From an optimization exercise on the open Yosys and OpenROAD flow, aimed at a short achievable clock period and few clock cycles; shortcuts taken in it are not production practice.
Function was checked by simulation only, so behaviour that the tests miss may differ from the original.
No activity file was given, so power comes from the tool's default toggle rates.

[design/flow/run.sh]
#!/bin/bash
# synth_recipe.tcl (not shown) runs the flow's synth.tcl, then flattens the netlist and writes it again
# the make line also repeats each setting of config.mk as NAME=value (left out here)
make -C /OpenROAD-flow-scripts/flow DESIGN_CONFIG=/design/flow/config.mk WORK_HOME=/design/flow/orfs CLKGATE_MAP_FILE= SYNTH_SCRIPT=/design/flow/synth_recipe.tcl finish
[design/flow/config.mk]
export PLATFORM = sky130hd
export DESIGN_NAME = mano_cpu
export DESIGN_NICKNAME = mano_cpu
export VERILOG_FILES = /design/flow/design.v
export SDC_FILE = /design/flow/constraint.sdc
export NUM_CORES = 4
export LEC_CHECK = 0
export CAP_MARGIN = 20
export CELL_PAD_IN_SITES_DETAIL_PLACEMENT = 1
export CELL_PAD_IN_SITES_GLOBAL_PLACEMENT = 2
export CORE_MARGIN = 2
export CORE_UTILIZATION = 30
export SLEW_MARGIN = 20
export SYNTH_MEMORY_MAX_BITS = 8192
[design/flow/constraint.sdc]
create_clock -name core_clock -period 9.0 [get_ports {clk}]
set_input_delay 1.8000 -clock core_clock [delete_from_list [all_inputs] [get_ports {clk}]]
set_output_delay 1.8000 -clock core_clock [all_outputs]
set_load 0.01 [all_outputs]
[design/flow/design.v]
module mano_cpu #(
  parameter int ADDR_W = 12,
  parameter int MEM_AW = 8
) (
  input  logic                clk,
  input  logic                rst,
  input  logic                start,
  input  logic                mem_we,
  input  logic [MEM_AW-1:0]   mem_addr,
  input  logic [ADDR_W+3:0]   mem_wdata,
  output logic [ADDR_W+3:0]   mem_rdata,
  input  logic [7:0]          in_data,
  input  logic                in_valid,
  output logic                in_ready,
  output logic [7:0]          out_data,
  output logic                out_valid,
  input  logic                out_ready,
  output logic                running,
  output logic [ADDR_W-1:0]   pc,
  output logic [ADDR_W+3:0]   ac,
  output logic [ADDR_W+3:0]   ir,
  output logic                e,
  output logic [3:0]          sc
);
  localparam int DW = ADDR_W + 4;
  localparam int MW = 1 << MEM_AW;
  localparam logic [ADDR_W-1:0] A_ONE = {{(ADDR_W-1){1'b0}}, 1'b1};
  localparam logic [DW-1:0]     D_ONE = {{(DW-1){1'b0}}, 1'b1};
  typedef enum logic [3:0] {
    T0 = 4'd0, T1 = 4'd1, T2 = 4'd2, T3 = 4'd3, T4 = 4'd4, T5 = 4'd5, T6 = 4'd6
  } tstate_e;
  tstate_e           t;
  logic              s, r, ind, e_q, ien, fgi, fgo;
  logic [ADDR_W-1:0] pc_q, ar;
  logic [DW-1:0]     ir_q, tr, dr, ac_q;
  logic [7:0]        inpr, outr;
  logic [DW-1:0]     mem [MW];
  logic [DW-1:0]     mrd;
  logic [2:0]        op;
  logic [11:0]       b;
  logic              we;
  logic [MEM_AW-1:0] wa;
  logic [DW-1:0]     wd;
  assign mrd = mem[s ? ar[MEM_AW-1:0] : mem_addr];
  assign op  = ir_q[DW-2:DW-4];
  assign b   = ar[ADDR_W-1 -: 12];
  assign mem_rdata = mrd;
  assign in_ready  = ~fgi;
  assign out_data  = outr;
  assign out_valid = ~fgo;
  assign running = s;
  assign pc      = pc_q;
  assign ac      = ac_q;
  assign ir      = ir_q;
  assign e       = e_q;
  assign sc      = t;
  always_comb begin
    we = 1'b0;
    wa = ar[MEM_AW-1:0];
    wd = ac_q;
    if (!s) begin
      we = mem_we;
      wa = mem_addr;
      wd = mem_wdata;
    end else if (r && t == T1) begin
      we = 1'b1;
      wd = tr;
    end else if (op != 3'd7) begin
      if (t == T4 && op == 3'd3) begin
        we = 1'b1;
      end else if (t == T4 && op == 3'd5) begin
        we = 1'b1;
        wd = {4'b0, pc_q};
      end else if (t == T6 && op == 3'd6) begin
        we = 1'b1;
        wd = dr;
      end
    end
  end
  always_ff @(posedge clk) begin
    if (!rst && we) mem[wa] <= wd;
  end
  always_ff @(posedge clk) begin
    if (rst) begin
      s    <= 1'b0;
      t    <= T0;
      pc_q <= '0;
      ar   <= '0;
      ir_q <= '0;
      tr   <= '0;
      dr   <= '0;
      ac_q <= '0;
      ind  <= 1'b0;
      e_q  <= 1'b0;
      ien  <= 1'b0;
      r    <= 1'b0;
      fgi  <= 1'b0;
      fgo  <= 1'b1;
      inpr <= '0;
      outr <= '0;
    end else begin
      if (in_valid && !fgi) begin
        inpr <= in_data;
        fgi  <= 1'b1;
      end
      if (!fgo && out_ready) fgo <= 1'b1;
      if (!s) begin
        if (start) s <= 1'b1;
      end else begin
        t <= tstate_e'(t + 4'd1);
        case (t)
          T0: begin
            if (r) begin
              ar <= '0;
              tr <= {4'b0, pc_q};
            end else begin
              ar <= pc_q;
            end
          end
          T1: begin
            if (r) begin
              pc_q <= '0;
            end else begin
              ir_q <= mrd;
              pc_q <= pc_q + A_ONE;
            end
          end
          T2: begin
            if (r) begin
              pc_q <= A_ONE;
              ien  <= 1'b0;
              r    <= 1'b0;
              t    <= T0;
            end else begin
              ar  <= ir_q[ADDR_W-1:0];
              ind <= ir_q[DW-1];
            end
          end
          default: begin
            if (ien && (fgi || fgo)) r <= 1'b1;
            if (op == 3'd7) begin
              t <= T0;
              if (!ind) begin
                if (b[11])      ac_q <= '0;
                else if (b[10]) e_q <= 1'b0;
                else if (b[9])  ac_q <= ~ac_q;
                else if (b[8])  e_q <= ~e_q;
                else if (b[7])  {ac_q, e_q} <= {e_q, ac_q};
                else if (b[6])  {e_q, ac_q} <= {ac_q, e_q};
                else if (b[5])  ac_q <= ac_q + D_ONE;
                else if (b[4])  begin if (!ac_q[DW-1]) pc_q <= pc_q + A_ONE; end
                else if (b[3])  begin if (ac_q[DW-1]) pc_q <= pc_q + A_ONE; end
                else if (b[2])  begin if (ac_q == '0) pc_q <= pc_q + A_ONE; end
                else if (b[1])  begin if (!e_q) pc_q <= pc_q + A_ONE; end
                else if (b[0])  s <= 1'b0;
              end else begin
                if (b[11]) begin
                  ac_q[7:0] <= inpr;
                  fgi       <= 1'b0;
                end else if (b[10]) begin
                  outr <= ac_q[7:0];
                  fgo  <= 1'b0;
                end
                else if (b[9]) begin if (fgi) pc_q <= pc_q + A_ONE; end
                else if (b[8]) begin if (fgo) pc_q <= pc_q + A_ONE; end
                else if (b[7]) ien <= 1'b1;
                else if (b[6]) ien <= 1'b0;
              end
            end else begin
              case (t)
                T3: if (ind) ar <= mrd[ADDR_W-1:0];
                T4: begin
                  case (op)
                    3'd3: t <= T0;
                    3'd4: begin pc_q <= ar; t <= T0; end
                    3'd5: ar <= ar + A_ONE;
                    default: dr <= mrd;
                  endcase
                end
                T5: begin
                  t <= T0;
                  case (op)
                    3'd0: ac_q <= ac_q & dr;
                    3'd1: {e_q, ac_q} <= {1'b0, ac_q} + {1'b0, dr};
                    3'd2: ac_q <= dr;
                    3'd5: pc_q <= ar;
                    3'd6: begin dr <= dr + D_ONE; t <= T6; end
                    default: ;
                  endcase
                end
                default: begin
                  t <= T0;
                  if (op == 3'd6 && dr == '0) pc_q <= pc_q + A_ONE;
                end
              endcase
            end
          end
        endcase
      end
    end
  end
endmodule
==> impl_metrics.prom <==
# TYPE chip_impl_metric gauge
chip_impl_metric{name="clk_pwr_share",unit="%"} 41.0
chip_impl_metric{name="routed-via-count",unit=""} 87560
chip_impl_metric{name="clock_sink_count",unit=""} 4207
chip_impl_metric{name="fillCellCount",unit=""} 53570
chip_impl_metric{name="sw_frac_of_total",unit="%"} 24.08
chip_impl_metric{name="mappedNetlistArea",unit="sq um"} 164300
chip_impl_metric{name="cell_internal_power_dissipation",unit="uW"} 33310
chip_impl_metric{name="clock-skew-final",unit="ns"} 0.08007
chip_impl_metric{name="final_min_period_over_clock_period",unit="%"} 96.15
chip_impl_metric{name="synthArstFlopShare",unit="%"} 0
chip_impl_metric{name="die_h",unit="um"} 744.1
chip_impl_metric{name="hold_viol_final",unit=""} 0
chip_impl_metric{name="worstPathArrival",unit="ns"} 6.85
chip_impl_metric{name="design.die.area",unit="sq um"} 553700
chip_impl_metric{name="gp_congestion",unit=""} 0.8454
chip_impl_metric{name="globalRouteTotalUtil",unit="%"} 18.94
chip_impl_info{name="worst_setup_path_category",value="in2out"} 1
chip_impl_info{name="critPathTopFamily",value="buffers and inverters"} 1
chip_impl_metric{name="comb_power_share",unit="%"} 9.3
chip_impl_metric{name="portBuffers",unit=""} 113
chip_impl_metric{name="design.core.area",unit="sq um"} 545200
chip_impl_metric{name="floorplan_die_width",unit="um"} 744.1
chip_impl_metric{name="cts_buffers",unit=""} 445
chip_impl_metric{name="critPathMaxStageDelay",unit="ns"} 0.69
chip_impl_info{name="rsz0062_at_grt",value="false"} 1
chip_impl_metric{name="data_required_critical_path",unit="ns"} 7.20
chip_impl_metric{name="clock_insertion_delay_worst_skew",unit="ns"} 1.04
chip_impl_metric{name="antenna_left",unit=""} 0
chip_impl_metric{name="synthToLayoutAreaGrowth",unit="%"} 17.42
chip_impl_metric{name="final.min_clock_period",unit="ns"} 8.653
chip_impl_metric{name="drt_iter0_drc",unit=""} 9648
chip_impl_metric{name="antenna_found_initial",unit=""} 27
chip_impl_metric{name="net-switching-power",unit="uW"} 10570
chip_impl_metric{name="via_count_of_the_first_global_routing_pass",unit=""} 90740
chip_impl_metric{name="synthCells",unit=""} 8163
chip_impl_metric{name="worstMarginPinSlew",unit="ns"} 1.246
chip_impl_info{name="cts_tree",value="done"} 1
chip_impl_metric{name="timing.slew.headroom",unit="%"} 16.20
chip_impl_metric{name="yosys_register_bits",unit=""} 4207
chip_impl_metric{name="drt-wirelength-per-cell",unit="um"} 32.44
chip_impl_info{name="buffer_cell_driving_the_clock_tree_root",value="sky130_fd_sc_hd__clkbuf_16"} 1
chip_impl_metric{name="crit_path_max_fanout",unit=""} 38
chip_impl_metric{name="gr-total-overflow",unit=""} 0
chip_impl_metric{name="pwr-share-seq",unit="%"} 49.7
chip_impl_metric{name="floorplan.initialDensity",unit="%"} 30.14
chip_impl_metric{name="synth_cell_type_count",unit=""} 78
chip_impl_metric{name="grt_first_pass_wirelength",unit="mm"} 745.5
chip_impl_metric{name="clock_slew_at_reported_path_ffs",unit="ns"} 0.06
chip_impl_metric{name="cellLeakagePower",unit="uW"} 0.05867
chip_impl_info{name="hp-class",value="reg2reg"} 1
chip_impl_metric{name="report.final.slew_viol_count",unit=""} 0
chip_impl_metric{name="htree_num_levels",unit=""} 5
chip_impl_metric{name="detail_route.drc_violations",unit=""} 0
chip_impl_metric{name="hold_path_depth",unit=""} 2
chip_impl_info{name="ys.flop_type",value="sky130_fd_sc_hd__edfxtp_1"} 1
chip_impl_metric{name="post_drt_via_cell_ratio",unit=""} 5.327
chip_impl_info{name="timing.critical_path.from_type",value="input port"} 1
chip_impl_metric{name="rows",unit=""} 271
chip_impl_metric{name="clock_tree.buffer_depth",unit=""} 4
chip_impl_metric{name="worstRegToRegCells",unit=""} 14
chip_impl_info{name="crit_chain",value="clkdlybuf4s50_1, mux2_8, buf_12, buf_12, mux4_2, a22oi_1, a21oi_1, nor4_2, buf_4, nand4_1, buf_4, clkdlybuf4s50_1"} 1
chip_impl_metric{name="report.final.setup_viol",unit=""} 0
chip_impl_info{name="crit_path_end_kind",value="output port"} 1
chip_impl_metric{name="synth_edf_count",unit=""} 4096
chip_impl_metric{name="first_pass_drt_iterations",unit=""} 5
chip_impl_info{name="crit_path_max_delay_cell_type",value="sky130_fd_sc_hd__nor4_2"} 1
chip_impl_metric{name="worst-path-buf-inv",unit=""} 6
chip_impl_info{name="outcome",value="finished clean"} 1
chip_impl_metric{name="placed_cells_incl_taps",unit=""} 15610
chip_impl_metric{name="worst_ir_drop_vdd",unit="mV"} 0.1720
chip_impl_metric{name="pin_count_of_the_biggest_net_entering_global_routing",unit=""} 173
chip_impl_metric{name="dp.final_hpwl",unit="mm"} 333.0
chip_impl_metric{name="power_density",unit="nW/um^2"} 227.4
chip_impl_metric{name="yosys_warnings",unit=""} 1
chip_impl_metric{name="io_pins",unit=""} 114
chip_impl_metric{name="final.setup.tns",unit="ns"} 0
chip_impl_metric{name="instances_no_fill",unit=""} 16440
chip_impl_metric{name="syn-num-nets",unit=""} 8229
chip_impl_metric{name="syn_area_per_cell",unit="sq um"} 20.13
chip_impl_metric{name="layout-drive-gt1-share",unit="%"} 27.43
chip_impl_metric{name="drv_cap",unit=""} 0
chip_impl_metric{name="layout.nets",unit=""} 8902
chip_impl_metric{name="crit_cells",unit=""} 12
chip_impl_metric{name="postRouteWirelength",unit="mm"} 533.2
chip_impl_metric{name="max_freq",unit="GHz"} 0.1156
chip_impl_metric{name="synth-seq-area-share",unit="%"} 76.21
synth_stat cells, types with 20 or more instances:
master,n,area share [%]
sky130_fd_sc_hd__buf_6,75,0.51
sky130_fd_sc_hd__buf_2,51,0.16
sky130_fd_sc_hd__nor2_1,421,0.96
sky130_fd_sc_hd__inv_1,39,0.089
sky130_fd_sc_hd__nand4_1,27,0.10
sky130_fd_sc_hd__dfxtp_1,111,1.4
sky130_fd_sc_hd__a22oi_1,313,1.4
sky130_fd_sc_hd__nor4_1,47,0.18
sky130_fd_sc_hd__nand3_1,70,0.21
sky130_fd_sc_hd__buf_4,22,0.10
sky130_fd_sc_hd__nand2_1,575,1.3
sky130_fd_sc_hd__edfxtp_1,4096,75
sky130_fd_sc_hd__o41ai_1,24,0.13
sky130_fd_sc_hd__clkbuf_1,283,0.65
sky130_fd_sc_hd__and3_1,20,0.076
sky130_fd_sc_hd__a21oi_1,298,0.91
sky130_fd_sc_hd__buf_1,86,0.20
sky130_fd_sc_hd__a41oi_1,108,0.58
sky130_fd_sc_hd__ha_1,27,0.21
sky130_fd_sc_hd__nor3_1,42,0.13
sky130_fd_sc_hd__mux2i_1,41,0.25
sky130_fd_sc_hd__a211oi_1,38,0.17
sky130_fd_sc_hd__o21ai_0,99,0.30
sky130_fd_sc_hd__mux4_2,1024,14
layout by cell type, fill, tap and decap left out, types with 108 or more instances in the layout:
| cell type | instances |
|---|---|
| sky130_fd_sc_hd__a21oi_1 | 276 |
| sky130_fd_sc_hd__clkbuf_16 | 451 |
| sky130_fd_sc_hd__dfxtp_1 | 109 |
| sky130_fd_sc_hd__mux4_2 | 1024 |
| sky130_fd_sc_hd__nor2_1 | 269 |
| sky130_fd_sc_hd__clkinv_1 | 109 |
| sky130_fd_sc_hd__nand2_1 | 565 |
| sky130_fd_sc_hd__clkdlybuf4s50_1 | 111 |
| sky130_fd_sc_hd__edfxtp_1 | 4096 |
| sky130_fd_sc_hd__a22oi_1 | 312 |
| sky130_fd_sc_hd__buf_4 | 535 |
| sky130_fd_sc_hd__nor2_2 | 108 |
metrics by stage:
| stage | setup WS (ns) | hold slack, ns | instance area, sq um | total power (uW) | util, % |
|---|---|---|---|---|---|
| global route | 0.2927 | 0.4851 | 192900 | 45080 | 35.38 |
| detailed placement | -0.2245 | 0.4535 | 178600 | 26310 | 32.76 |
| finish | 0.3468 | 0.4616 | 192900 | 43880 | 35.39 |
| CTS | 0.03301 | 0.4619 | 192700 | 44230 | 35.35 |
| floorplan | -1.446 | 0.4367 | 164400 | 24540 | - |
| global placement | -0.7706 | 0.4428 | 178200 | 26220 | 32.69 |
kinds of logic after synthesis:
kind of cell | count (synthesis) | synth area share, %
multiplexers | 1068 | 14.31
adder cells (fa/ha/maj) | 28 | 0.2178
flip-flops | 4207 | 76.21
XOR/XNOR | 28 | 0.1492
AO/OA/AOI/OAI | 1017 | 4.205
buffers and inverters | 557 | 1.704
AND/OR/NAND/NOR | 1258 | 3.210
flip-flops by register name, summed over array words and instances (netlist names), 12 cells and up:
register and flops:
pc_q 12, ac_q 16, ar 12, mem 4096, dr 16, tr 12, ir_q 16
cell type report:
class / count / area, sq um / share of cell area, %
sequential: 4207 / 125200 / 64.90
multi-input combinational: 3400 / 37500 / 19.44
clock buffer: 535 / 11610 / 6.018
tap: 7234 / 9051 / 4.691
timing repair buffer: 742 / 6962 / 3.608
clock inverter: 271 / 2421 / 1.255
inverter: 40 / 150.1 / 0.07782
antenna: 9 / 22.52 / 0.01167
routing by layer:
| layer | wire [um] | up-vias | GRT usage (%) |
|---|---|---|---|
| met5 | 41 | - | 0 |
| met4 | 19640 | 6 | 6.269 |
| met3 | 36120 | 710 | 3.241 |
| met2 | 250800 | 3170 | 30.39 |
| met1 | 226600 | 48360 | 26.20 |
| li1 | - | 35310 | - |
final timing paths:
| path | startpoint | end | slack, ns |
|---|---|---|---|
| min reg2reg | tr[3]$_SDFFE_PP0P_ | tr[3]$_SDFFE_PP0P_ | 0.46 |
| max reg2reg | ir_q[13]$_SDFFE_PP0P_ | mem[52][8]$_DFFE_PP_ | 2.94 |
| max | mem_addr[1] | mem_rdata[7] | 0.35 |
| min | tr[3]$_SDFFE_PP0P_ | tr[3]$_SDFFE_PP0P_ | 0.46 |
worst register-to-register path, cell delays in order, from the launching register on:
cell,delay [ns]
sky130_fd_sc_hd__dfxtp_1,0.30
sky130_fd_sc_hd__buf_4,0.23
sky130_fd_sc_hd__clkinv_1,0.39
sky130_fd_sc_hd__nand2_1,0.34
sky130_fd_sc_hd__nor2_1,0.28
sky130_fd_sc_hd__nand2_1,0.08
sky130_fd_sc_hd__buf_4,0.26
sky130_fd_sc_hd__nand3b_1,0.55
sky130_fd_sc_hd__a311oi_1,0.13
sky130_fd_sc_hd__nor3_2,0.68
sky130_fd_sc_hd__buf_4,0.35
sky130_fd_sc_hd__buf_4,0.28
sky130_fd_sc_hd__nand3_1,0.71
sky130_fd_sc_hd__nor2_4,0.87
sky130_fd_sc_hd__buf_4,0.26
power by group through the flow:
stage,clock network [uW],logic [uW],registers (uW)
floorplan,0,2220,22300
global placement,0,4030,22200
detailed placement,0,4110,22200
CTS,18300,4130,21800
global route,19000,4310,21800
finish,18000,4100,21800
what timing repair did:
action,CTS,global route
hold endpoints to repair,0,0
endpoints found under the setup margin,4,5
pin swaps,0,0
setup buffers,4,0
gates resized for setup,4,1
hold buffers,0,0
cloned,1,0
Testbench counts, summed over its fixed seeds: cycles 56,623.

## re-timing with driven ports
The results above use ideal ports. As a check the final layout listed here was re-extracted and re-timed, cells and wires unchanged.
Step 1 assumes that a clkbuf_16 drives the clock port and a buf_2 every other input.
Step 2, shift: input delay + t, output delay - t, t = (earliest + latest rising clock arrival at the registers) / 2. This alone moves slack from input paths to output paths.
a / b / c = ideal ports / drivers / drivers and shift; a / b = the first two.
t, ns: 1.125
slack for setup (ns): 0.347 / 0.206 / 0.206
worst hold slack (ns): 0.462 / 0.462 / 0.462
worst register clock-pin slew, ns: 0.07 / 0.07
worst slew at a driven data input, ns: 0.15
After both steps setup and hold are still met in this run. The setup slack of this run moves by -0.141 ns with the drivers and by -0.141 ns with both steps.
